From an optimization exercise on the open Yosys and OpenROAD flow, aimed at small area, a short achievable clock period and few clock cycles per item; shortcuts taken in it are not production practice. Only simulation tests tie the RTL to the original design; equivalence was not proved. No activity file was given, so power comes from the tool's default toggle rates.

`design/flow/design.v`:
```
`default_nettype none
package lucs_pkg;
	localparam int FIELD_W = 12;
	localparam int SIZE_COUNT = 4;
	localparam int SIZE_IDX_W = $clog2(SIZE_COUNT);
	typedef enum logic [2:0] {
		ST_IDLE,
		ST_CLEAR,
		ST_SELECT,
		ST_SWEEP,
		ST_SCAN,
		ST_SCAN_LAST,
		ST_FINISH
	} lucs_state_t;
endpackage
`default_nettype wire
`default_nettype none
module lucs_bitmem #(
	parameter int DEPTH = 4096,
	parameter int AW = $clog2(DEPTH)
) (
	input  wire logic          clk,
	input  wire logic          wr_en,
	input  wire logic [AW-1:0] wr_addr,
	input  wire logic          wr_data,
	input  wire logic [AW-1:0] rd_addr,
	output logic               rd_data
);
	logic mem [DEPTH];
	always_ff @(posedge clk) begin
		if (wr_en) begin
			mem[wr_addr] <= wr_data;
		end
		rd_data <= mem[rd_addr];
	end
endmodule
`default_nettype wire
`default_nettype none
module largest_unreachable_coin_sum_core #(
	parameter int MAX_TOTAL = 4096
) (
	input  wire logic               clk,
	input  wire logic               arst_n,
	input  wire logic               in_valid,
	output logic                    in_stall,
	input  wire logic [lucs_pkg::FIELD_W-1:0] size_first,
	input  wire logic [lucs_pkg::FIELD_W-1:0] size_second,
	input  wire logic [lucs_pkg::FIELD_W-1:0] size_third,
	input  wire logic [lucs_pkg::FIELD_W-1:0] size_fourth,
	input  wire logic [lucs_pkg::FIELD_W-1:0] upper_limit,
	output logic                    out_valid,
	input  wire logic               out_stall,
	output logic [lucs_pkg::FIELD_W-1:0]      largest_gap,
	output logic                    all_reachable
);
	localparam int AW = $clog2(MAX_TOTAL);
	localparam int CW = (AW > lucs_pkg::FIELD_W) ? AW : lucs_pkg::FIELD_W;
	localparam logic [lucs_pkg::SIZE_IDX_W-1:0] LAST_SIZE = lucs_pkg::SIZE_IDX_W'(lucs_pkg::SIZE_COUNT - 1);
	typedef struct packed {
		logic          valid;
		logic          is_scan;
		logic [AW-1:0] tgt;
		logic          fwd;
	} pipe_t;
	lucs_pkg::lucs_state_t state_q, state_d;
	logic [lucs_pkg::FIELD_W-1:0]    size_q [lucs_pkg::SIZE_COUNT];
	logic [AW-1:0]         lim_q;
	logic [AW-1:0]         t_q;
	logic [AW-1:0]         s_q;
	logic [lucs_pkg::SIZE_IDX_W-1:0] k_q;
	pipe_t                 pipe_s1;
	logic [AW-1:0]         gap_q;
	logic                  all_q;
	logic                  out_valid_q;
	logic [lucs_pkg::FIELD_W-1:0]    out_gap_q;
	logic                  out_all_q;
	logic          issue;
	logic          issue_scan;
	logic          load_out;
	logic [AW-1:0] rd_addr;
	logic          rd_data_s1;
	logic          wr_en;
	logic [AW-1:0] wr_addr;
	logic          wr_data;
	logic [CW-1:0] lim_ext;
	logic [CW-1:0] lim_sat;
	assign lim_ext = CW'(upper_limit);
	assign lim_sat = (lim_ext > CW'(MAX_TOTAL - 1)) ? CW'(MAX_TOTAL - 1) : lim_ext;
	logic [CW-1:0] size_ext;
	logic          size_skip;
	assign size_ext  = CW'(size_q[k_q]);
	assign size_skip = (size_ext == '0) || (size_ext > CW'(lim_q));
	logic eff_rd;
	logic sweep_wr;
	logic resolve;
	assign eff_rd   = rd_data_s1 | pipe_s1.fwd;
	assign sweep_wr = pipe_s1.valid && !pipe_s1.is_scan && eff_rd;
	assign resolve  = pipe_s1.valid && pipe_s1.is_scan && (!eff_rd || (pipe_s1.tgt == '0));
	lucs_bitmem #(
		.DEPTH(MAX_TOTAL),
		.AW   (AW)
	) u_bitmem (
		.clk    (clk),
		.wr_en  (wr_en),
		.wr_addr(wr_addr),
		.wr_data(wr_data),
		.rd_addr(rd_addr),
		.rd_data(rd_data_s1)
	);
	always_comb begin
		state_d    = state_q;
		issue      = 1'b0;
		issue_scan = 1'b0;
		load_out   = 1'b0;
		rd_addr    = t_q;
		wr_en      = sweep_wr;
		wr_addr    = pipe_s1.tgt;
		wr_data    = 1'b1;
		in_stall   = (state_q != lucs_pkg::ST_IDLE);
		case (state_q)
			lucs_pkg::ST_IDLE: begin
				if (in_valid) begin
					state_d = lucs_pkg::ST_CLEAR;
				end
			end
			lucs_pkg::ST_CLEAR: begin
				wr_en   = 1'b1;
				wr_addr = t_q;
				wr_data = (t_q == '0);
				if (t_q == lim_q) begin
					state_d = lucs_pkg::ST_SELECT;
				end
			end
			lucs_pkg::ST_SELECT: begin
				if (!size_skip) begin
					state_d = lucs_pkg::ST_SWEEP;
				end else if (k_q == LAST_SIZE) begin
					state_d = lucs_pkg::ST_SCAN;
				end
			end
			lucs_pkg::ST_SWEEP: begin
				issue   = 1'b1;
				rd_addr = t_q - s_q;
				if (t_q == lim_q) begin
					state_d = (k_q == LAST_SIZE) ? lucs_pkg::ST_SCAN : lucs_pkg::ST_SELECT;
				end
			end
			lucs_pkg::ST_SCAN: begin
				issue      = 1'b1;
				issue_scan = 1'b1;
				if (resolve) begin
					state_d = lucs_pkg::ST_FINISH;
				end else if (t_q == '0) begin
					state_d = lucs_pkg::ST_SCAN_LAST;
				end
			end
			lucs_pkg::ST_SCAN_LAST: begin
				if (resolve) begin
					state_d = lucs_pkg::ST_FINISH;
				end
			end
			lucs_pkg::ST_FINISH: begin
				if (!out_valid_q || !out_stall) begin
					load_out = 1'b1;
					state_d  = lucs_pkg::ST_IDLE;
				end
			end
			default: begin
				state_d = lucs_pkg::ST_IDLE;
			end
		endcase
	end
	always_ff @(posedge clk or negedge arst_n) begin
		if (!arst_n) begin
			state_q     <= lucs_pkg::ST_IDLE;
			pipe_s1     <= '0;
			out_valid_q <= 1'b0;
		end else begin
			state_q         <= state_d;
			pipe_s1.valid   <= issue && !resolve;
			pipe_s1.is_scan <= issue_scan;
			pipe_s1.tgt     <= t_q;
			pipe_s1.fwd     <= wr_en && wr_data && (wr_addr == rd_addr);
			if (load_out) begin
				out_valid_q <= 1'b1;
			end else if (!out_stall) begin
				out_valid_q <= 1'b0;
			end
		end
	end
	always_ff @(posedge clk) begin
		case (state_q)
			lucs_pkg::ST_IDLE: begin
				if (in_valid) begin
					size_q[0] <= size_first;
					size_q[1] <= size_second;
					size_q[2] <= size_third;
					size_q[3] <= size_fourth;
					lim_q     <= lim_sat[AW-1:0];
					t_q       <= '0;
					k_q       <= '0;
				end
			end
			lucs_pkg::ST_CLEAR: begin
				t_q <= t_q + 1'b1;
			end
			lucs_pkg::ST_SELECT: begin
				if (!size_skip) begin
					s_q <= size_ext[AW-1:0];
					t_q <= size_ext[AW-1:0];
				end else begin
					k_q <= k_q + 1'b1;
					if (k_q == LAST_SIZE) begin
						t_q <= lim_q;
					end
				end
			end
			lucs_pkg::ST_SWEEP: begin
				t_q <= t_q + 1'b1;
				if (t_q == lim_q) begin
					k_q <= k_q + 1'b1;
					if (k_q == LAST_SIZE) begin
						t_q <= lim_q;
					end
				end
			end
			lucs_pkg::ST_SCAN: begin
				t_q <= t_q - 1'b1;
			end
			default: begin
			end
		endcase
		if (resolve) begin
			all_q <= eff_rd;
			gap_q <= eff_rd ? '0 : pipe_s1.tgt;
		end
		if (load_out) begin
			out_gap_q <= lucs_pkg::FIELD_W'(gap_q);
			out_all_q <= all_q;
		end
	end
	assign out_valid     = out_valid_q;
	assign largest_gap   = out_gap_q;
	assign all_reachable = out_all_q;
endmodule
`default_nettype wire
```
`design/flow/run.sh`:
```
#!/bin/bash
# synth_recipe.tcl (not shown) runs the flow's synth.tcl, then flattens the netlist and writes it again
# the make line also repeats each setting of config.mk as NAME=value (left out here)
make -C /OpenROAD-flow-scripts/flow DESIGN_CONFIG=/design/flow/config.mk WORK_HOME=/design/flow/orfs CLKGATE_MAP_FILE= SYNTH_SCRIPT=/design/flow/synth_recipe.tcl finish
```
`design/flow/config.mk`:
```
export PLATFORM = sky130hd
export DESIGN_NAME = largest_unreachable_coin_sum_core
export DESIGN_NICKNAME = largest_unreachable_coin_sum_core
export VERILOG_FILES = /design/flow/design.v
export SDC_FILE = /design/flow/constraint.sdc
export NUM_CORES = 8
export LEC_CHECK = 0
export CAP_MARGIN = 20
export CORE_MARGIN = 2
export CORE_UTILIZATION = 45
export PLACE_DENSITY = 0.6
export SLEW_MARGIN = 20
```
`design/flow/constraint.sdc`:
```
create_clock -name core_clock -period 10.0 [get_ports {clk}]
set_input_delay 2.0000 -clock core_clock [delete_from_list [all_inputs] [get_ports {clk}]]
set_output_delay 2.0000 -clock core_clock [all_outputs]
set_load 0.01 [all_outputs]
```
==> results.sh <==
export IMPL_postRouteAntennaNets=0
export IMPL_internal_power_mw=39.4
export IMPL_cts_buffer_depth=4
export IMPL_die_x_um=648
export IMPL_outcome="complete, no violations"
export IMPL_die_area_mm2=0.420
export IMPL_cts_root_buf="clkbuf_16"
export IMPL_hold_viol=0
export IMPL_worst_setup_path_type="reg -> reg"
export IMPL_core_mm2=0.413
export IMPL_postCtsSetupBuffers=0
export IMPL_drive_above_1_share_pct=7.22
export IMPL_slowest_delay_ns=0.90
export IMPL_fin_crit_sh_pct=75.1
export IMPL_synth_seq_cells=4228
export IMPL_holdPathEnd="out_gap_q[5]$_DFFE_PP_"
export IMPL_hold_path_class="reg -> reg"
export IMPL_rsz0062_at_grt="no"
export IMPL_cp_max_fo=117
export IMPL_end_kind="flip-flop"
export IMPL_avgSynthCellArea_um2=10.8
export IMPL_post_cts_resized=0
export IMPL_drc_errors=0
export IMPL_leakagePower_nw=65.6
export IMPL_cts_clk_slew_worst_paths_ns=0.06
export IMPL_startpoint_type="flip-flop"
export IMPL_switching_share_pct=47.6
export IMPL_holdWs_ns=0.422
export IMPL_drv_cap=0
export IMPL_cp_data_required_time_ns=10.92
export IMPL_hold_path_cell_count=0
export IMPL_grt_max_degree=275
export IMPL_gp_congestion=0.886
export IMPL_power_mw=75.1
export IMPL_r2r_slack_ns=2.49
export IMPL_syn_num_nets=17400
export IMPL_ir_worst_vdd_v=0.000360
export IMPL_worstReg2RegStart="t_q[0]$_DFFE_PP_"
export IMPL_antenna_found_initial=57
export IMPL_synthArstFlopShare_pct=0.449
export IMPL_reg2reg_depth=19
export IMPL_final_min_clock_period_ns=7.51
export IMPL_postCtsHoldBufs=0
export IMPL_syn_inst=17300
export IMPL_drt_iter0_markers=25400
export IMPL_yosys_area_top_type="edfxtp_1"
export IMPL_ys_dominant_reg_cell="edfxtp_1"
export IMPL_setup_ws_ns=2.49
export IMPL_critPathSlowestCell="a21oi_4"
export IMPL_dpl_cell_count=21700
export IMPL_synthTopCellsByArea="edfxtp_1 (68%), nor2_1 (8.4%), nand2_1 (7.1%)"
export IMPL_power_density_mw_per_mm2=364
export IMPL_final_cell_mix="edfxtp_1 (4208), nor2_1 (4161), nand2_1 (3425)"
export IMPL_yosys_area_top_type_share_pct=67.7
export IMPL_rows=236
export IMPL_synth_edf_count=4208
export IMPL_yosysWarnings=3
export IMPL_areaGrowthSynthToFinish_pct=10.6
export IMPL_start_util_pct=45.2
export IMPL_cts_tree="built"
export IMPL_grt_overflow=0
export IMPL_fmax_mhz=133
export IMPL_totalWireLength_mm=697
export IMPL_netlist_area_mm2=0.187
export IMPL_r2r_end="u_bitmem.rd_data$_DFF_P_"
export IMPL_timing_final_max_slew_violations=0
export IMPL_dp_hpwl_mm=358
export IMPL_grt_pass1_wl_mm=968
export IMPL_synth_seq_area_share_pct=67.9
export IMPL_gr_usage_all_layers_pct=32.3
export IMPL_tightest_slew_ns=1.35
export IMPL_ys_types=80
export IMPL_setup_tns_ns=0
export IMPL_die_height_um=648
export IMPL_path_cells="inv_1 > ha_1 > inv_1 > fa_1 > and4b_1 > buf_4 > a21oi_4 > buf_4 > buf_12 > nand2_1 > nand3_1 > a32oi_1 > nand4_1 > nand4_1 > nand3_1 > a41oi_1 > a311oi_1 > a22oi_1 > o31ai_1"
export IMPL_dp_slack_ns=2.83
export IMPL_pwr_share_comb_pct=49.1
export IMPL_placedInstanceArea_mm2=0.192
export IMPL_hp_start="gap_q[5]$_SDFFCE_PP0P_"
export IMPL_final_cells=22600
export IMPL_port_buffers=78
export IMPL_wl_per_cell_um=30.9
export IMPL_finalSetupViolCount=0
export IMPL_clkLatencyLatePin_ns=1.00
export IMPL_cts_max_level=5
export IMPL_dr_total_vias=142000
export IMPL_switchingPower_mw=35.7
export IMPL_clock_sinks=4228
export IMPL_vias_per_cell=6.27
export IMPL_fin_nets=16800
export IMPL_cp_arrival_ns=8.42
export IMPL_io_pins=79
export IMPL_slew_headroom_pct=8.86
export IMPL_mostFrequentLayoutCell="edfxtp_1"
export IMPL_clkPwrFrac_pct=21.6
export IMPL_clock_skew_ns=0.0450
export IMPL_nFillCells=37100
export IMPL_firstDrtPassIters=7
export IMPL_grt_pass1_vias=128000
export IMPL_stdcell_area_mm2=0.206
export IMPL_cts_made_buffers=449
export IMPL_finish_utilization_pct=50.0
export IMPL_p_seq_share_pct=29.3
per-layer routing:
metal  wire length, um  vias to the layer above  part of all wire [%]  GRT usage (%)
met5               138                        -                 0.020              0
met4             41600                       22                   6.0           16.9
met3             93300                     1852                    13           7.32
met2            307000                     9863                    44           48.6
met1            255000                    70900                    37           43.9
li1                  -                    59000                     -              -
power groups by stage:
| stage | logic, mW | clock network [mW] | registers (mW) |
|---|---|---|---|
| floorplan | 19.6 | 0 | 24.0 |
| global placement | 35.3 | 0 | 22.4 |
| detailed placement | 35.4 | 0 | 22.4 |
| CTS | 35.5 | 16.2 | 22.0 |
| global route | 37.9 | 16.9 | 22.0 |
| finish | 36.9 | 16.2 | 22.0 |
synth_stat cells (12+ instances only):
| cell type | instances |
|---|---|
| edfxtp_1 | 4208 |
| nor2_1 | 4185 |
| nand2_1 | 3556 |
| nand3_1 | 1742 |
| clkbuf_1 | 912 |
| buf_2 | 544 |
| mux2i_1 | 375 |
| a21oi_1 | 270 |
| nand4_1 | 184 |
| a31oi_1 | 147 |
| a32oi_1 | 144 |
| a22oi_1 | 110 |
| and3_1 | 93 |
| o21ai_0 | 75 |
| buf_1 | 68 |
| inv_1 | 68 |
| nor3_1 | 62 |
| a211oi_1 | 61 |
| buf_4 | 58 |
| o2111ai_1 | 47 |
| o22ai_1 | 36 |
| a221oi_1 | 34 |
| a311oi_1 | 31 |
| nor4_1 | 31 |
| ha_1 | 30 |
| xnor2_1 | 28 |
| dfrtp_1 | 19 |
| a32o_1 | 14 |
| and2_1 | 14 |
| o211ai_1 | 14 |
| o31ai_1 | 14 |
| a21o_1 | 13 |
| a2111oi_0 | 12 |
| a221o_1 | 12 |
| a222oi_1 | 12 |
layout make-up:
type                       instances  area, um^2  share of cell area, %
multi-input combinational      11500       53900                   26.1
clock buffer                     555       11800                   5.73
tap                             5474        6850                   3.32
timing repair buffer             480        4560                   2.21
inverter                          68         255                  0.124
sequential                      4228      127000                   61.4
clock inverter                   268        2140                   1.03
antenna                           37        92.6                 0.0448
sequential cells by signal, summed over array words and instances (netlist names):
name / flops
all_q: 1
u_bitmem.mem: 4096
lim_q: 12
out_all_q: 1
out_valid_q: 1
s_q: 12
gap_q: 12
k_q: 2
u_bitmem.rd_data: 1
pipe_s1: 15
out_gap_q: 12
size_q: 48
state_q: 3
t_q: 12
worst max-delay path by stage:
| stage | from | endpoint | slack [ns] | cells after the start |
|---|---|---|---|---|
| after global placement | t_q[0]$_DFFE_PP_ | u_bitmem.rd_data$_DFF_P_ | 2.80 | 19 |
| after CTS | t_q[0]$_DFFE_PP_ | u_bitmem.rd_data$_DFF_P_ | 2.80 | 19 |
| after global routing | t_q[0]$_DFFE_PP_ | u_bitmem.rd_data$_DFF_P_ | 2.43 | 19 |
| final | t_q[0]$_DFFE_PP_ | u_bitmem.rd_data$_DFF_P_ | 2.49 | 19 |
| after floorplan | t_q[1]$_DFFE_PP_ | u_bitmem.mem[0]$_DFFE_PP_ | -9.87 | 7 |
| after detailed placement | t_q[0]$_DFFE_PP_ | u_bitmem.rd_data$_DFF_P_ | 2.83 | 19 |
worst max-delay path, delay by kind of cell (launching register included):
kind,cells,cell delay (ns)
simple gates,6,2.15
compound gates,6,2.13
fa+ha+maj,2,0.70
buf+inv,5,1.59
flops,1,0.73
kinds of logic after synthesis:
group / Yosys count / synth area share [%]
multiplexers: 386 / 2.08
AO/OA/AOI/OAI: 1098 / 4.10
flip-flops: 4228 / 67.9
AND/OR/NAND/NOR: 9918 / 21.7
XOR/XNOR: 34 / 0.159
adder cells (fa/ha/maj): 31 / 0.212
buffers and inverters: 1653 / 3.82
Testbench counts, summed over its fixed seeds: cycles 1,301,881, items 192.

-- separate check: timing with driven ports --
In the flow no input, the clock included, has a driving cell. The finished layout below was timed again as built, in two steps. Step 1 assumes that a clkbuf_16 drives the clock port and a buf_2 every other input. Step 2 adds t to the input delays and takes it off the output delays; t is the mean of the earliest and latest rising clock arrival at the registers after step 1. Input paths then give back, and output paths get back, about the clock's delay inside the block. Three values: ideal ports, drivers, drivers and shift; two values: the first two.
t, ns: 1.110
setup slack, ns: 2.491 / 2.491 / 2.491
worst register clock-pin slew, ns: 0.07 / 0.07
worst slew at a driven data input, ns: 0.06
After both steps setup and hold are still met in this run. For this run, drivers alone change the setup slack by 0.000 ns; drivers and shift together by 0.000 ns.
